This is an optimization exercise on Yosys and OpenROAD, whose aim is small area, a short achievable clock period and few clock cycles, not a production implementation. Function was checked by simulation only, so behaviour that the tests miss may differ from the original.

Setup of v11:
// antialiased_line_rasterizer_core
module antialiased_line_rasterizer_core #(
    parameter int COORD_BITS = 12,
    parameter int FRAC_BITS  = 12
) (
    input  logic clk,
    input  logic rst_n,
    input  logic s_axis_tvalid,
    output logic s_axis_tready,
    input  logic [((4*COORD_BITS+7)/8)*8-1:0] s_axis_tdata,
    input  logic s_axis_tuser,
    output logic m_axis_tvalid,
    input  logic m_axis_tready,
    output logic [((2*COORD_BITS+48+7)/8)*8-1:0] m_axis_tdata,
    output logic m_axis_tlast,
    input  logic cfg_we,
    input  logic [23:0] cfg_wdata
);
export LEC_CHECK = 0
export ABC_CLOCK_PERIOD_IN_PS = 4500
export CAP_MARGIN = 5
export CORE_MARGIN = 2
export CORE_UTILIZATION = 60
export CTS_CLUSTER_DIAMETER = 80
export CTS_CLUSTER_SIZE = 30
export SETUP_SLACK_MARGIN = 5
export SLEW_MARGIN = 5
create_clock -name core_clock -period 10.5 [get_ports {clk}]
standard.sh (not shown) runs the stock make flow with config.mk's settings and CLKGATE_MAP_FILE= SYNTH_SCRIPT=/design/flow/synth_recipe.tcl, a recipe that flattens the netlist after the stock synthesis.
==> flow/flow/run.sh <==
#!/bin/bash
# Own layout flow: the standard layout (standard.sh, unchanged synthesis
# and steps) with plain sky130_fd_sc_hd__buf_1 cells as the port buffers
# instead of the default delay buffers. make's full output goes to
# standard_make.log here; ORFS keeps each step's log under orfs/logs.
set -euo pipefail
bash standard.sh "BUFFER_PORTS_ARGS=-buffer_cell sky130_fd_sc_hd__buf_1" finish > standard_make.log 2>&1
Testbench counts of v11, summed over its fixed seeds: cycles 18,817.
The inputs of v54 differ from those of v11 as listed below.
diff --git a/flow/config.mk b/flow/config.mk
--- a/flow/config.mk
+++ b/flow/config.mk
@@ -7,9 +7,7 @@
 export LEC_CHECK = 0
 export ABC_CLOCK_PERIOD_IN_PS = 4500
-export CAP_MARGIN = 5
+export CAP_MARGIN = 20
 export CORE_MARGIN = 2
-export CORE_UTILIZATION = 60
-export CTS_CLUSTER_DIAMETER = 80
-export CTS_CLUSTER_SIZE = 30
+export CORE_UTILIZATION = 70
 export SETUP_SLACK_MARGIN = 5
-export SLEW_MARGIN = 5
+export SLEW_MARGIN = 20
[summary]
Of the two values seen for cell with the largest stage delay on the worst path, sky130_fd_sc_hd__fa_1 was produced by v54 and sky130_fd_sc_hd__edfxtp_1 by v11. v54 vs. v11: cell area after synthesis flat; overall routing resource usage up 4.5 points.
[inputs] v27 vs v54
diff --git a/flow/config.mk b/flow/config.mk
--- a/flow/config.mk
+++ b/flow/config.mk
@@ -9,5 +9,7 @@
 export CAP_MARGIN = 20
 export CORE_MARGIN = 2
-export CORE_UTILIZATION = 70
+export CORE_UTILIZATION = 60
+export CTS_CLUSTER_DIAMETER = 80
+export CTS_CLUSTER_SIZE = 40
 export SETUP_SLACK_MARGIN = 5
 export SLEW_MARGIN = 20
Findings:
- All of v54 and v27 finish clean.
- Going from v54 to v27, number of sequential cells in the layout saw little to no change; design area saw a decrease; non-clock buffer count saw a decrease.
- A slowest cell on the critical path of sky130_fd_sc_hd__edfxtp_1 is what v27 shows, while sky130_fd_sc_hd__fa_1 belongs to v54.
For v28, these inputs were changed with respect to v27:
diff --git a/flow/config.mk b/flow/config.mk
--- a/flow/config.mk
+++ b/flow/config.mk
@@ -6,10 +6,9 @@
 export NUM_CORES = 4
 export LEC_CHECK = 0
+export ABC_AREA = 1
 export ABC_CLOCK_PERIOD_IN_PS = 4500
 export CAP_MARGIN = 20
 export CORE_MARGIN = 2
 export CORE_UTILIZATION = 60
-export CTS_CLUSTER_DIAMETER = 80
-export CTS_CLUSTER_SIZE = 40
 export SETUP_SLACK_MARGIN = 5
 export SLEW_MARGIN = 20
Findings:
The final reports for v28 and v27 show iteration-0 DRC count of the detailed router higher in the former. Status: count of cell instances traversed by the critical path parity (v27, v28). In terms of register area, v28 and v27 differ only marginally. Compared with v27, v28 shows a lower minimum period implied by the final worst setup slack.
Edits applied to the flow inputs when going from v28 to v17:
diff --git a/flow/config.mk b/flow/config.mk
--- a/flow/config.mk
+++ b/flow/config.mk
@@ -6,6 +6,5 @@
 export NUM_CORES = 4
 export LEC_CHECK = 0
-export ABC_AREA = 1
-export ABC_CLOCK_PERIOD_IN_PS = 4500
+export ABC_CLOCK_PERIOD_IN_PS = 5500
 export CAP_MARGIN = 20
 export CORE_MARGIN = 2
Findings:
- v17 vs. v28: layout-stage area growth over the synthesis result went up by 3.2 points.
- Looking only at cell area after synthesis, and setting everything else aside, the higher value of v28 and v17 goes to v28.
- Data required time of the critical path in v17 is 0.07 ns higher than in v28
- The run showing the greater area of the die is v28.
- Taking v28 as the reference point, the first-pass GRT wire length of v17 falls by about 13%.
- The run with more setup slack is v28; v17 has less.
- [compare] base=v28 new=v17: antenna diode count went up 2; register-to-register slack went down 0.17 ns; fmax went down 3.2%; area taken by flip-flops and latches held.

========
Starting RTL as in the previous note.
// antialiased_line_rasterizer_core
module antialiased_line_rasterizer_core #(
    parameter int COORD_BITS = 12,
    parameter int FRAC_BITS  = 12
) (
    input  logic clk,
    input  logic rst_n,
    input  logic s_axis_tvalid,
    output logic s_axis_tready,
    input  logic [((4*COORD_BITS+7)/8)*8-1:0] s_axis_tdata,
    input  logic s_axis_tuser,
    output logic m_axis_tvalid,
    input  logic m_axis_tready,
    output logic [((2*COORD_BITS+48+7)/8)*8-1:0] m_axis_tdata,
    output logic m_axis_tlast,
    input  logic cfg_we,
    input  logic [23:0] cfg_wdata
);
clock: 10.5 ns
lec_check: 0
abc_clock_period_in_ps: 4500
cap_margin: 20
core_margin: 2
core_utilization: 60
setup_slack_margin: 5
slew_margin: 20
tns_end_percent: 0
Scripts as last shown in full above: flow/flow/run.sh
Testbench counts at the start, summed over its fixed seeds: cycles 18,817.
Edit:
==> flow/flow/run.sh (replaced) <==
#!/bin/bash
set -euo pipefail
bash standard.sh "BUFFER_PORTS_ARGS=-buffer_cell sky130_fd_sc_hd__buf_1" SETUP_SLACK_MARGIN=5.5 finish > standard_make.log 2>&1
TNS_END_PERCENT = not set   (was 0)
- The changed run completed with no timing, DRC or antenna violations
- register-to-register slack improved by 200 ps
- core utilization is higher by 2.9 points
- worst setup slack improved by 200 ps
- wire length is higher by about 6%
Edit:
==> flow/flow/run.sh (replaced) <==
#!/bin/bash
# Own layout flow: the standard layout (standard.sh, unchanged synthesis
# and steps) with plain sky130_fd_sc_hd__buf_1 cells as the port buffers
# instead of the default delay buffers. make's full output goes to
# standard_make.log here; ORFS keeps each step's log under orfs/logs.
set -euo pipefail
bash standard.sh "BUFFER_PORTS_ARGS=-buffer_cell sky130_fd_sc_hd__buf_1" finish > standard_make.log 2>&1
CTS_CLUSTER_DIAMETER = 80   (was not set)
CTS_CLUSTER_SIZE = 30   (was not set)
Effect: Design area goes down by a few percent; worst setup slack loses 130 ps; critical path depth climbs by 1; sequential cell count does not change; global-route usage falls by 2.1 points.
Edit:
CTS_CLUSTER_DIAMETER = not set   (was 80)
CTS_CLUSTER_SIZE = not set   (was 30)
The changed run went through all stages and came out clean.
Sequential share of layout area fell by 0.53 points.
Global-route usage increases by 0.30 points.
Design area goes up slightly.
Via count came out higher slightly.
Routed wire length grows slightly.
Synthesized cell count does not change.
Fmax rises slightly.
Utilization rose by 1.1 points.
Setup slack improves by 35 ps.
Final cell count grows slightly.

## re-timing with driven ports
The flow's constraints put no driver on any port. The routed layouts listed below were extracted and timed again, unchanged, in two steps. Step 1 sets driving cells, clkbuf_16 on the clock port and buf_2 on the other inputs (assumed; they add their load-dependent delay and slew). Step 2 also shifts input and output timing later by t, the mid clock arrival at the registers, as if the neighbouring blocks saw the same clock. Three values: ideal ports, drivers, drivers and shift; two values: the first two.
| run | t (ns) | setup WS [ns] | clock arrival spread, ns | worst register clock-pin slew, ns |
|---|---|---|---|---|
| v11 | 0.653 | 5.076 / 5.076 / 5.076 | 0.046 / 0.045 | 0.11 / 0.11 |
| v54 | 0.702 | 4.972 / 4.972 / 4.972 | 0.069 / 0.069 | 0.07 / 0.07 |
| v27 | 0.649 | 5.073 / 5.073 / 5.073 | 0.048 / 0.048 | 0.11 / 0.11 |
| v28 | 0.678 | 5.276 / 5.232 / 5.276 | 0.067 / 0.068 | 0.07 / 0.07 |
| v17 | 0.700 | 5.101 / 5.101 / 5.101 | 0.079 / 0.079 | 0.07 / 0.07 |
| the first run of note 2 | 0.671 | 4.999 / 4.999 / 4.999 | 0.029 / 0.030 | 0.07 / 0.07 |
| the second run of note 2 | 0.678 | 5.200 / 5.200 / 5.200 | 0.024 / 0.024 | 0.07 / 0.07 |
| the third run of note 2 | 0.647 | 5.067 / 5.067 / 5.067 | 0.054 / 0.053 | 0.11 / 0.11 |
| the fourth run of note 2 | 0.700 | 5.101 / 5.101 / 5.101 | 0.079 / 0.079 | 0.07 / 0.07 |
After both steps setup and hold are still met in every run listed.
